From an optimization exercise on the open Yosys and OpenROAD flow, aimed at small area, a short achievable clock period and few clock cycles per item; shortcuts taken in it are not production practice. Only simulation tests tie the RTL to the original design; equivalence was not proved. Power figures rest on the tool's default switching activity, not on a simulated workload.

==> zinc <==
// ray_grid_stepper
module ray_grid_stepper #(
    parameter int COORD_W   = 13,
    parameter int CELL_LOG2 = 6,
    parameter int GRID_LOG2 = 6,
    parameter int FRAC_W    = 8,
    parameter int MAX_STEPS = 64,
    parameter int RAM_LAT   = 1
) (
    input  logic                       clock,
    input  logic                       resetn,
    input  logic                       start,
    input  logic                       mode,
    input  logic                       dir_neg,
    input  logic [COORD_W-1:0]         player_x,
    input  logic [COORD_W-1:0]         player_y,
    input  logic [COORD_W+FRAC_W-1:0]  slope,
    output logic                       busy,
    output logic                       done,
    output logic                       hit,
    output logic                       out_of_bounds,
    output logic                       step_limit,
    output logic [COORD_W-1:0]         hit_x,
    output logic [COORD_W-1:0]         hit_y,
    output logic [7:0]                 steps,
    output logic                       grid_rd_en,
  ...
Settings: LEC_CHECK=0, CAP_MARGIN=20, CORE_MARGIN=2, CORE_UTILIZATION=60, CTS_BUF_LIST=sky130_fd_sc_hd__clkbuf_8, PLACE_DENSITY=0.7, SLEW_MARGIN=20, SYNTH_HIERARCHICAL=1, SYNTH_MINIMUM_KEEP_SIZE=0; clock period 11.0 ns.
standard.sh (not shown) runs the stock make flow with config.mk's settings and CLKGATE_MAP_FILE= SYNTH_SCRIPT=/design/flow/synth_recipe.tcl, a recipe that flattens the netlist after the stock synthesis.
==> flow/flow/run.sh <==
#!/bin/bash
set -o pipefail
export BUFFER_PORTS_ARGS="-buffer_cell sky130_fd_sc_hd__buf_1"
bash standard.sh SETUP_SLACK_MARGIN=5.8 finish > standard.log 2>&1
==> juniper: changes against zinc <==
==> flow/flow/run.sh (replaced) <==
#!/bin/bash
set -o pipefail
export BUFFER_PORTS_ARGS="-buffer_cell sky130_fd_sc_hd__buf_1"
bash standard.sh SETUP_SLACK_MARGIN=6.4 finish > standard.log 2>&1
==> amber: changes against zinc <==
==> flow/flow/run.sh (replaced) <==
#!/bin/bash
set -o pipefail
export BUFFER_PORTS_ARGS="-buffer_cell sky130_fd_sc_hd__buf_1"
bash standard.sh SETUP_SLACK_MARGIN=6.2 finish > standard.log 2>&1
==> comparison <==
zinc completed with no timing, DRC or antenna violations. amber finished with timing, DRC and antenna clean. juniper completed with no timing, DRC or antenna violations.
In die area, juniper and zinc do not differ.
Global-route usage, highest first: juniper, amber, zinc.
Worst setup slack: juniper > amber > zinc.
Sequential share of layout area, highest first: zinc, amber, juniper.
Routed wire length, lowest first: zinc, amber, juniper.
Between amber and zinc, the lower final area is in zinc (gap about 7%, measured against zinc).
In sequential power, juniper and amber hardly differ.
The highest worst hold slack belongs to zinc, the lowest to amber.
Between juniper and amber, the lower clock skew is in amber (gap 1.1 ps).
The highest total power belongs to juniper, the lowest to zinc.
In count of clock-buffer cells in the layout, zinc and amber do not differ.
==> figures <==
Summed area of non-filler cells in the final layout: juniper 0.0101 sq mm; amber 0.00926 sq mm; zinc 0.00863 sq mm
Tot GR Track Use: juniper 0.291; amber 0.280; zinc 0.265
Met2 layer wire length in the routed design: juniper 10100 um; amber 9550 um; zinc 8440 um
Critical path depth: juniper 10; amber 9; zinc 11
Portion of the layout cell area used by non-clock buffers: juniper 0.114; amber 0.0733; zinc 0.0487
Setup Slack @ Placement: juniper 5460 ps; amber 5430 ps; zinc 5230 ps
Flop pwr share: juniper 0.229; amber 0.244; zinc 0.263
Area used by multi-input combinational logic: juniper 0.00622 sq mm; amber 0.00588 sq mm; zinc 0.00551 sq mm
Number of buffers added for setup after CTS: juniper 35; amber 8; zinc 0
Layout filler cell count: juniper 887; amber 1026; zinc 1090
Clock group share of total power: juniper 0.091; amber 0.096; zinc 0.109
Data required time at the worst endpoint: juniper 8800 ps; amber 11120 ps; zinc 11120 ps
Global-route wire length before repair: juniper 32700 um; amber 31700 um; zinc 30100 um
Layout multi-input combinational cell count: juniper 630; amber 626; zinc 625
Power Dens Cells: juniper 235 mW/mm^2; amber 240 mW/mm^2; zinc 233 mW/mm^2
Actual transition at the worst max-transition pin: juniper 930 ps; amber 918 ps; zinc 888 ps
Endpoint arrival time on the critical path: juniper 2520 ps; amber 4880 ps; zinc 5120 ps
Status: juniper timing/DRC/antenna clean; amber timing/DRC/antenna clean; zinc timing/DRC/antenna clean
Grt met2 use: juniper 0.457; amber 0.455; zinc 0.412
Clock network power consumption: juniper 0.215 mW; amber 0.214 mW; zinc 0.219 mW
Highest clock rate: juniper 212 MHz; amber 210 MHz; zinc 200 MHz
Global routing met3 resource utilization: juniper 0.0509; amber 0.0466; zinc 0.0385
Worst setup skew after layout: juniper 13.7 ps; amber 12.6 ps; zinc 10.0 ps
Testbench counts of zinc, summed over its fixed seeds: cycles 12,152, rays 1,536.
Testbench counts of juniper, summed over its fixed seeds: cycles 12,152, rays 1,536.
Testbench counts of amber, summed over its fixed seeds: cycles 12,152, rays 1,536.

==> afterwards: timing with drivers on the ports <==
No port has a modelled driver above. Below, the same layouts with a new extraction and two added sets of constraints.
Step 1, drivers: a clkbuf_16 drives clock and a buf_2 each remaining input, both assumed.
Step 2 times the ports against the registers' clock, not the clock port: input delays grow and output delays shrink by t, the midpoint of the rising clock arrivals with the driver on.
a / b / c = ideal / step 1 / step 2; a / b = the first two.
run	t, ns	setup WS [ns]	worst setup path at the end	worst slew at a driven data input, ns
zinc	0.407	6.005 / 5.986 / 5.616	input to register	0.04
juniper	0.412	6.278 / 6.242 / 5.914	input to register	0.06
amber	0.395	6.245 / 6.256 / 5.861	input to register	0.04
After both steps every run listed still meets setup and hold. For zinc, which loses most, drivers alone change the setup slack by -0.019 ns; drivers and shift together by -0.389 ns.
